This is an optimization exercise on Yosys and OpenROAD, whose aim is small area, not a production implementation. Where RTL was checked, it was by simulation tests only, not by an equivalence proof against the original. Power figures rest on the tool's default switching activity, not on a simulated workload.

==> run E: inputs <==
// decode_cycle
module decode_cycle
(
  input  logic        clk,
  input  logic        rst,
  input  logic [31:0] InstrD,
  input  logic [31:0] PCD,
  input  logic [31:0] PCPlus4D,
  input  logic        FlushE,
  input  logic        RegWriteW,
  input  logic [4:0]  RdW,
  input  logic [31:0] ResultW,
  output logic        RegWriteE,
  output logic [1:0]  ResultSrcE,
  output logic        MemWriteE,
  output logic        JumpE,
  output logic        BranchE,
  output logic [2:0]  ALUControlE,
  output logic        ALUSrcE,
  output logic [31:0] RD1E,
  output logic [31:0] RD2E,
  output logic [31:0] ImmExtE,
  output logic [4:0]  Rs1E,
  output logic [4:0]  Rs2E,
  output logic [4:0]  RdE,
  output logic [31:0] PCE,
  output logic [31:0] PCPlus4E
);
make LEC_CHECK=0 CAP_MARGIN=20 CORE_MARGIN=2 CORE_UTILIZATION=50 CTS_BUF_LIST=sky130_fd_sc_hd__clkbuf_8 CTS_CLUSTER_DIAMETER=80 CTS_CLUSTER_SIZE=16 SETUP_SLACK_MARGIN=0.2 SLEW_MARGIN=20 SYNTH_HIERARCHICAL=1 finish   # period 5.0 ns
run.sh (not shown) runs the stock make flow with config.mk's settings and CLKGATE_MAP_FILE= SYNTH_SCRIPT=/design/flow/synth_recipe.tcl, a recipe that flattens the netlist after the stock synthesis.
==> run B: changes against run E <==
--- a/flow/design.v
+++ b/flow/design.v
@@ -108,13 +108,18 @@
   logic [4:0]      rd;
   decode_cycle_pkg::ctrl_t     ctrl;
   decode_cycle_pkg::imm_src_e  imm_src;
   decode_cycle_pkg::alu_ctrl_e alu_r;
   decode_cycle_pkg::alu_ctrl_e alu_i;
   logic [XLEN-1:0] imm;
-  decode_cycle_pkg::ctrl_t     ctrl_q;
+  logic            rw_q;
+  logic [2:0]      aluc_q;
+  logic            alu_src_q;
+  logic            ctl_y_q;
+  logic            fmt_j;
+  logic            fmt_s;
   logic            imm_sign_q;   
   logic [2:0]      imm_14_12_q;
   logic            imm_11_q;
   logic [5:0]      imm_10_5_q;
   logic            imm_i_fmt;
   logic            imm_sb_fmt;
@@ -190,35 +195,44 @@
       decode_cycle_pkg::IMM_J:   imm = {{11{instr[31]}}, instr[31], instr[19:12], instr[20], instr[30:21], 1'b0};
       default: imm = '0;
     endcase
   end
   always_ff @(posedge clk or negedge rst) begin
     if (!rst) begin
-      ctrl_q     <= '0;
+      rw_q       <= '0;
+      aluc_q     <= '0;
+      alu_src_q  <= '0;
+      ctl_y_q    <= '0;
       imm_sign_q  <= '0;
       imm_14_12_q <= '0;
       imm_11_q    <= '0;
       imm_10_5_q  <= '0;
       rs1_q      <= '0;
       rs2_q      <= '0;
       rd_q       <= '0;
       pc_q       <= '0;
       pc_plus4_q <= '0;
     end else if (FlushE) begin
-      ctrl_q     <= '0;
+      rw_q       <= '0;
+      aluc_q     <= '0;
+      alu_src_q  <= '0;
+      ctl_y_q    <= '0;
       imm_sign_q  <= '0;
       imm_14_12_q <= '0;
       imm_11_q    <= '0;
       imm_10_5_q  <= '0;
       rs1_q      <= '0;
       rs2_q      <= '0;
       rd_q       <= '0;
       pc_q       <= '0;
       pc_plus4_q <= '0;
     end else begin
-      ctrl_q     <= ctrl;
+      rw_q       <= ctrl.reg_write;
+      aluc_q     <= ctrl.alu_control;
+      alu_src_q  <= ctrl.alu_src;
+      ctl_y_q    <= ctrl.result_src[0] | ctrl.jump;
       imm_sign_q  <= imm[31];
       imm_14_12_q <= imm[14:12];
       imm_11_q    <= imm[11];
       imm_10_5_q  <= imm[10:5];
       rs1_q      <= rs1;
       rs2_q      <= rs2;
@@ -247,29 +261,31 @@
     for (genvar i = 0; i < N; i++) begin : g_col
       assign col[i] = regs[i][b];
     end
     decode_cycle_rf_rdbit u_rd1 (.sel(sel1), .d(col), .y(RD1E[b]));
     decode_cycle_rf_rdbit u_rd2 (.sel(sel2), .d(col), .y(RD2E[b]));
   end
-  assign RegWriteE   = ctrl_q.reg_write;
-  assign ResultSrcE  = ctrl_q.result_src;
-  assign MemWriteE   = ctrl_q.mem_write;
-  assign JumpE       = ctrl_q.jump;
-  assign BranchE     = ctrl_q.branch;
-  assign ALUControlE = ctrl_q.alu_control;
-  assign ALUSrcE     = ctrl_q.alu_src;
-  assign imm_i_fmt  = ctrl_q.alu_src & ~ctrl_q.mem_write;
-  assign imm_sb_fmt = ctrl_q.mem_write | ctrl_q.branch;
+  assign fmt_j       = ctl_y_q & ~alu_src_q;
+  assign fmt_s       = alu_src_q & ~rw_q;
+  assign RegWriteE   = rw_q;
+  assign ResultSrcE  = {fmt_j, ctl_y_q & alu_src_q};
+  assign MemWriteE   = fmt_s;
+  assign JumpE       = fmt_j;
+  assign BranchE     = aluc_q[0] & ~rw_q;
+  assign ALUControlE = aluc_q;
+  assign ALUSrcE     = alu_src_q;
+  assign imm_i_fmt  = alu_src_q & rw_q;
+  assign imm_sb_fmt = MemWriteE | BranchE;
   assign ImmExtE[31:20] = {12{imm_sign_q}};
-  assign ImmExtE[19:15] = ctrl_q.jump ? rs1_q : {5{imm_sign_q}};
+  assign ImmExtE[19:15] = fmt_j ? rs1_q : {5{imm_sign_q}};
   assign ImmExtE[14:12] = imm_14_12_q;
   assign ImmExtE[11]    = imm_11_q;
   assign ImmExtE[10:5]  = imm_10_5_q;
   assign ImmExtE[4:1]   = imm_sb_fmt ? rd_q[4:1]
-                        : (imm_i_fmt | ctrl_q.jump) ? rs2_q[4:1] : 4'd0;
-  assign ImmExtE[0]     = imm_i_fmt ? rs2_q[0] : ctrl_q.mem_write & rd_q[0];
+                        : (imm_i_fmt | fmt_j) ? rs2_q[4:1] : 4'd0;
+  assign ImmExtE[0]     = imm_i_fmt ? rs2_q[0] : fmt_s & rd_q[0];
   assign Rs1E        = rs1_q;
   assign Rs2E        = rs2_q;
   assign RdE         = rd_q;
   assign PCE         = pc_q;
   assign PCPlus4E    = pc_plus4_q;
 endmodule
==> flow/flow/run.sh (new file) <==
#!/bin/bash
# Standard ORFS layout (the standard.sh), with two changes after the
# standard synthesis: port buffers are sky130_fd_sc_hd__buf_1 instead of the
# delay cell buffer_ports picks, and the clock tree uses clkbuf_8 clusters of
# up to 16 sinks without dummy loads.
set -uo pipefail
bash standard.sh synth > make_synth.log 2>&1 || exit 1
bash standard.sh \
  "BUFFER_PORTS_ARGS=-buffer_cell sky130_fd_sc_hd__buf_1" \
  "CTS_ARGS=-sink_clustering_enable -repair_clock_nets -dont_use_dummy_load -buf_list sky130_fd_sc_hd__clkbuf_8 -sink_clustering_size 16 -sink_clustering_max_diameter 80" \
  finish > make_finish.log 2>&1 || exit 1
==> flow/standard.sh (new file) <==
#!/bin/bash
# synth_recipe.tcl (not shown) runs the flow's synth.tcl, then flattens the netlist and writes it again
# the make line also repeats each setting of config.mk as NAME=value (left out here)
make -C /OpenROAD-flow-scripts/flow DESIGN_CONFIG=/design/flow/config.mk WORK_HOME=/design/flow/orfs CLKGATE_MAP_FILE= SYNTH_SCRIPT=/design/flow/synth_recipe.tcl "${@:-finish}"
==> flow/config.mk (replaced) <==
export PLATFORM = sky130hd
export DESIGN_NAME = decode_cycle
export DESIGN_NICKNAME = decode_cycle
export VERILOG_FILES = /design/flow/design.v
export SDC_FILE = /design/flow/constraint.sdc
export NUM_CORES = 4
export LEC_CHECK = 0
export CAP_MARGIN = 20
export CORE_MARGIN = 2
export CORE_UTILIZATION = 65
export SETUP_SLACK_MARGIN = 0.2
export SLEW_MARGIN = 20
export SYNTH_HIERARCHICAL = 1
removed: flow/run.sh
==> qor.yml <==
grt:
  use_met3_pct: 18.80
  use_met2_pct: 63.12
clock_tree:
  clk_pin_slew_ns: 0.09
  insertion_delay_ns: 0.67
logic_synthesis:
  syn_inst: 2372
  synth_mux_area_share_pct: 0.02311
  synth_area_sq_mm: 0.04331
  async_reset_ff_share_pct: 11.35
outcome:
  status: "no timing/DRC/antenna violations"
placed_design:
  place_inst: 3609
critical_path:
  r2r-start: "valid[14]$_DFF_PN0_"
  crit_fanout: 18
finish:
  multiInputGateArea_sq_mm: 0.01039
drt:
  drtIter0Drc: 9290
die:
  core-area_sq_mm: 0.06586
(the above is from run B)
==> qor.yml <==
drt:
  drtIter0Drc: 7884
clock_tree:
  clk_pin_slew_ns: 0.11
  insertion_delay_ns: 0.77
logic_synthesis:
  synth_mux_area_share_pct: 0
  synth_area_sq_mm: 0.04336
  syn_inst: 2373
critical_path:
  r2r-start: "valid[29]$_DFF_PN0_"
outcome:
  status: "no timing/DRC/antenna violations"
grt:
  use_met3_pct: 15.34
  use_met2_pct: 56.03
die:
  core-area_sq_mm: 0.08635
(the above is from run E)

---

==> inputs of yarrow <==
decode_cycle, a different RTL version from the one above (not shown whole).
Design decode_cycle, start of the top module:
module decode_cycle
(
  input  logic        clk,
  input  logic        rst,
  input  logic [31:0] InstrD,
  input  logic [31:0] PCD,
  input  logic [31:0] PCPlus4D,
  input  logic        FlushE,
  input  logic        RegWriteW,
  input  logic [4:0]  RdW,
  input  logic [31:0] ResultW,
  output logic        RegWriteE,
  output logic [1:0]  ResultSrcE,
  output logic        MemWriteE,
  output logic        JumpE,
  output logic        BranchE,
  output logic [2:0]  ALUControlE,
  output logic        ALUSrcE,
  output logic [31:0] RD1E,
  output logic [31:0] RD2E,
  output logic [31:0] ImmExtE,
  output logic [4:0]  Rs1E,
  output logic [4:0]  Rs2E,
  output logic [4:0]  RdE,
  output logic [31:0] PCE,
  output logic [31:0] PCPlus4E
);
  logic [31:0]     instr;
  logic [6:0]      opcode;
  logic [4:0]      rs1;
  logic [4:0]      rs2;
  logic [4:0]      rd;
  decode_cycle_pkg::ctrl_t           ctrl;
  decode_cycle_pkg::imm_src_e        imm_src;
  logic [decode_cycle_pkg::XLEN-1:0] rd1;
  logic [decode_cycle_pkg::XLEN-1:0] rd2;
  decode_cycle_pkg::idex_t           idex_d;
  decode_cycle_pkg::idex_t           idex_q;
  decode_cycle_pkg::alu_ctrl_e       alu_r;
  decode_cycle_pkg::alu_ctrl_e       alu_i;
  logic [decode_cycle_pkg::XLEN-1:0] imm;
  assign instr  = InstrD;
  assign opcode = instr[6:0];
  assign rd     = instr[11:7];
  assign rs1    = instr[19:15];
  assign rs2    = instr[24:20];
  always_comb begin
    case (instr[14:12])
      3'b000:  alu_i = decode_cycle_pkg::ALU_ADD;
      3'b010:  alu_i = decode_cycle_pkg::ALU_SLT;
      3'b110:  alu_i = decode_cycle_pkg::ALU_OR;
      3'b111:  alu_i = decode_cycle_pkg::ALU_AND;
  ...
export LEC_CHECK = 0
export CAP_MARGIN = 20
export CORE_MARGIN = 2
export CORE_UTILIZATION = 30
export SLEW_MARGIN = 20
create_clock -name core_clock -period 5.0 [get_ports {clk}]
Stock flow here: none of the scripts above is used.
==> fjord (differences from yarrow) <==
--- a/flow/design.v
+++ b/flow/design.v
@@ -45,39 +45,34 @@
     logic [4:0]        rd;
     logic [XLEN-1:0]   pc;
     logic [XLEN-1:0]   pc_plus4;
   } idex_t;
 endpackage
-module decode_cycle_register_file
+module decode_cycle_rf_aoi3
 (
-  input  logic            clk,
-  input  logic            rst,
-  input  logic [4:0]      a1,
-  input  logic [4:0]      a2,
-  output logic [31:0]     rd1,
-  output logic [31:0]     rd2,
-  input  logic            we,
-  input  logic [4:0]      a3,
-  input  logic [31:0]     wd
+  input  logic [2:0] s,
+  input  logic [2:0] d,
+  output logic       y_n
 );
-  logic [decode_cycle_pkg::XLEN-1:0] regs [0:decode_cycle_pkg::NREGS-2];   
-  logic            wr_hit;
-  assign wr_hit = we && (a3 != 5'd0);
-  always_ff @(posedge clk or negedge rst) begin
-    if (!rst) begin
-      for (int i = 0; i < decode_cycle_pkg::NREGS - 1; i++) regs[i] <= '0;
-    end else begin
-      for (int i = 1; i < decode_cycle_pkg::NREGS; i++)
-        if (wr_hit && a3 == 5'(i)) regs[i-1] <= wd;
-    end
-  end
-  always_comb begin
-    rd1 = '0;
-    rd2 = '0;
-    if (a1 != 5'd0) rd1 = (wr_hit && a3 == a1) ? wd : regs[a1 - 5'd1];
-    if (a2 != 5'd0) rd2 = (wr_hit && a3 == a2) ? wd : regs[a2 - 5'd1];
-  end
+  assign y_n = ~|(s & d);
+endmodule
+module decode_cycle_rf_rdbit
+(
+  input  logic [30:0] sel,
+  input  logic [30:0] d,
+  output logic        y
+);
+  logic [10:0] g_n;
+  for (genvar k = 0; k < 10; k++) begin : g_grp
+    decode_cycle_rf_aoi3 u_aoi (
+      .s   (sel[3*k +: 3]),
+      .d   (d[3*k +: 3]),
+      .y_n (g_n[k])
+    );
+  end
+  assign g_n[10] = ~(sel[30] & d[30]);
+  assign y = ~&g_n;
 endmodule
 module decode_cycle
 (
   input  logic        clk,
   input  logic        rst,
@@ -102,24 +97,34 @@
   output logic [4:0]  Rs2E,
   output logic [4:0]  RdE,
   output logic [31:0] PCE,
   output logic [31:0] PCPlus4E
 );
+  localparam int XLEN = decode_cycle_pkg::XLEN;
+  localparam int N    = decode_cycle_pkg::NREGS - 1;
   logic [31:0]     instr;
   logic [6:0]      opcode;
   logic [4:0]      rs1;
   logic [4:0]      rs2;
   logic [4:0]      rd;
-  decode_cycle_pkg::ctrl_t           ctrl;
-  decode_cycle_pkg::imm_src_e        imm_src;
-  logic [decode_cycle_pkg::XLEN-1:0] rd1;
-  logic [decode_cycle_pkg::XLEN-1:0] rd2;
-  decode_cycle_pkg::idex_t           idex_d;
-  decode_cycle_pkg::idex_t           idex_q;
-  decode_cycle_pkg::alu_ctrl_e       alu_r;
-  decode_cycle_pkg::alu_ctrl_e       alu_i;
-  logic [decode_cycle_pkg::XLEN-1:0] imm;
+  decode_cycle_pkg::ctrl_t     ctrl;
+  decode_cycle_pkg::imm_src_e  imm_src;
+  decode_cycle_pkg::alu_ctrl_e alu_r;
+  decode_cycle_pkg::alu_ctrl_e alu_i;
+  logic [XLEN-1:0] imm;
+  decode_cycle_pkg::ctrl_t     ctrl_q;
+  logic [XLEN-1:0] imm_q;
+  logic [4:0]      rs1_q;
+  logic [4:0]      rs2_q;
+  logic [4:0]      rd_q;
+  logic [XLEN-1:0] pc_q;
+  logic [XLEN-1:0] pc_plus4_q;
+  logic [XLEN-1:0] regs [0:N-1];   
+  logic [N-1:0]    valid;
+  logic [N-1:0]    wsel;
+  logic [N-1:0]    sel1;
+  logic [N-1:0]    sel2;
   assign instr  = InstrD;
   assign opcode = instr[6:0];
   assign rd     = instr[11:7];
   assign rs1    = instr[19:15];
   assign rs2    = instr[24:20];
@@ -170,57 +175,78 @@
         imm_src         = decode_cycle_pkg::IMM_J;
       end
       default: ;
     endcase
   end
-  decode_cycle_register_file u_rf (
-    .clk (clk),
-    .rst (rst),
-    .a1  (rs1),
-    .a2  (rs2),
-    .rd1 (rd1),
-    .rd2 (rd2),
-    .we  (RegWriteW),
-    .a3  (RdW),
-    .wd  (ResultW)
-  );
   always_comb begin
     case (imm_src)
       decode_cycle_pkg::IMM_I:   imm = {{20{instr[31]}}, instr[31:20]};
       decode_cycle_pkg::IMM_S:   imm = {{20{instr[31]}}, instr[31:25], instr[11:7]};
       decode_cycle_pkg::IMM_B:   imm = {{19{instr[31]}}, instr[31], instr[7], instr[30:25], instr[11:8], 1'b0};
       decode_cycle_pkg::IMM_J:   imm = {{11{instr[31]}}, instr[31], instr[19:12], instr[20], instr[30:21], 1'b0};
       default: imm = '0;
     endcase
   end
-  always_comb begin
-    idex_d.ctrl     = ctrl;
-    idex_d.rd1      = rd1;
-    idex_d.rd2      = rd2;
-    idex_d.imm      = imm;
-    idex_d.rs1      = rs1;
-    idex_d.rs2      = rs2;
-    idex_d.rd       = rd;
-    idex_d.pc       = PCD;
-    idex_d.pc_plus4 = PCPlus4D;
-  end
   always_ff @(posedge clk or negedge rst) begin
-    if (!rst)         idex_q <= '0;
-    else if (FlushE)  idex_q <= '0;
-    else              idex_q <= idex_d;
-  end
-  assign RegWriteE   = idex_q.ctrl.reg_write;
-  assign ResultSrcE  = idex_q.ctrl.result_src;
-  assign MemWriteE   = idex_q.ctrl.mem_write;
-  assign JumpE       = idex_q.ctrl.jump;
-  assign BranchE     = idex_q.ctrl.branch;
-  assign ALUControlE = idex_q.ctrl.alu_control;
-  assign ALUSrcE     = idex_q.ctrl.alu_src;
-  assign RD1E        = idex_q.rd1;
-  assign RD2E        = idex_q.rd2;
-  assign ImmExtE     = idex_q.imm;
-  assign Rs1E        = idex_q.rs1;
-  assign Rs2E        = idex_q.rs2;
-  assign RdE         = idex_q.rd;
-  assign PCE         = idex_q.pc;
-  assign PCPlus4E    = idex_q.pc_plus4;
+    if (!rst) begin
+      ctrl_q     <= '0;
+      imm_q      <= '0;
+      rs1_q      <= '0;
+      rs2_q      <= '0;
+      rd_q       <= '0;
+      pc_q       <= '0;
+      pc_plus4_q <= '0;
+    end else if (FlushE) begin
+      ctrl_q     <= '0;
+      imm_q      <= '0;
+      rs1_q      <= '0;
+      rs2_q      <= '0;
+      rd_q       <= '0;
+      pc_q       <= '0;
+      pc_plus4_q <= '0;
+    end else begin
+      ctrl_q     <= ctrl;
+      imm_q      <= imm;
+      rs1_q      <= rs1;
+      rs2_q      <= rs2;
+      rd_q       <= rd;
+      pc_q       <= PCD;
+      pc_plus4_q <= PCPlus4D;
+    end
+  end
+  always_comb begin
+    for (int i = 0; i < N; i++) begin
+      wsel[i] = RegWriteW && (RdW == 5'(i + 1));
+      sel1[i] = valid[i] && (rs1_q == 5'(i + 1));
+      sel2[i] = valid[i] && (rs2_q == 5'(i + 1));
+    end
+  end
+  always_ff @(posedge clk or negedge rst) begin
+    if (!rst) valid <= '0;
+    else      valid <= valid | wsel;
+  end
+  always_ff @(posedge clk) begin
+    for (int i = 0; i < N; i++)
+      if (wsel[i]) regs[i] <= ResultW;
+  end
+  for (genvar b = 0; b < XLEN; b++) begin : g_rd
+    logic [N-1:0] col;
+    for (genvar i = 0; i < N; i++) begin : g_col
+      assign col[i] = regs[i][b];
+    end
+    decode_cycle_rf_rdbit u_rd1 (.sel(sel1), .d(col), .y(RD1E[b]));
+    decode_cycle_rf_rdbit u_rd2 (.sel(sel2), .d(col), .y(RD2E[b]));
+  end
+  assign RegWriteE   = ctrl_q.reg_write;
+  assign ResultSrcE  = ctrl_q.result_src;
+  assign MemWriteE   = ctrl_q.mem_write;
+  assign JumpE       = ctrl_q.jump;
+  assign BranchE     = ctrl_q.branch;
+  assign ALUControlE = ctrl_q.alu_control;
+  assign ALUSrcE     = ctrl_q.alu_src;
+  assign ImmExtE     = imm_q;
+  assign Rs1E        = rs1_q;
+  assign Rs2E        = rs2_q;
+  assign RdE         = rd_q;
+  assign PCE         = pc_q;
+  assign PCPlus4E    = pc_plus4_q;
 endmodule
- CORE_UTILIZATION: 30 -> 45
- SYNTH_HIERARCHICAL: not set -> 1
==> notes <==
yarrow completed without violations. fjord completed and failed the layout checks on negative setup slack. Of yarrow and fjord, yarrow has the higher first-iteration DRC count (gap 21%, measured against fjord). Against fjord, the flip-flop and latch count of yarrow is higher by 33. In fjord the die area is smaller than in yarrow, by 48%. Synthesized cell count: yarrow is higher than fjord (99%). Against yarrow, the non-clock buffer count of fjord is lower by 225. Against fjord, the clock skew of yarrow is higher by 0.054 ns. In fjord the core utilization is higher than in yarrow, by 18 points. In yarrow the power is larger than in fjord, by 34%. Area after synthesis: yarrow is larger than fjord (30%). In yarrow the setup slack is higher than in fjord, by 1.4 ns. Between fjord and yarrow, the lower wire length is in fjord (gap about 45%, measured against yarrow).
No functional check of the RTL was part of any run of this note.

-- static timing again, ports no longer ideal --
No port has a modelled driver above. Below, the same layouts with a new extraction and two added sets of constraints. Step 1: set_driving_cell puts a clkbuf_16 on clk and a buf_2 on each other input, an assumption about the parent block. Step 2 times the ports against the registers' clock, not the clock port: input delays grow and output delays shrink by t, the midpoint of the rising clock arrivals with the driver on. Slacks: ideal ports / drivers / drivers and shift; pairs: ideal ports / drivers.
run | t, ns | setup WS [ns] | hold WS [ns] | clock arrival spread, ns | worst slew at a driven data input, ns
run E | 0.819 | 0.110 / 0.038 / 0.857 | 0.304 / 0.277 / 0.531 | 0.050 / 0.050 | 0.18
run B | 0.764 | 0.067 / 0.002 / 0.766 | 0.336 / 0.302 / 0.534 | 0.054 / 0.055 | 0.13
yarrow | 0.897 | 1.348 / 1.322 / 0.425 | 0.197 / 0.176 / 0.522 | 0.080 / 0.081 | 0.11
fjord | 0.788 | -0.035 / -0.115 / 0.672 | 0.329 / 0.295 / 0.490 | 0.027 / 0.027 | 0.20
The setup slack of yarrow, which loses most, moves by -0.026 ns with the drivers and by -0.923 ns with both steps.
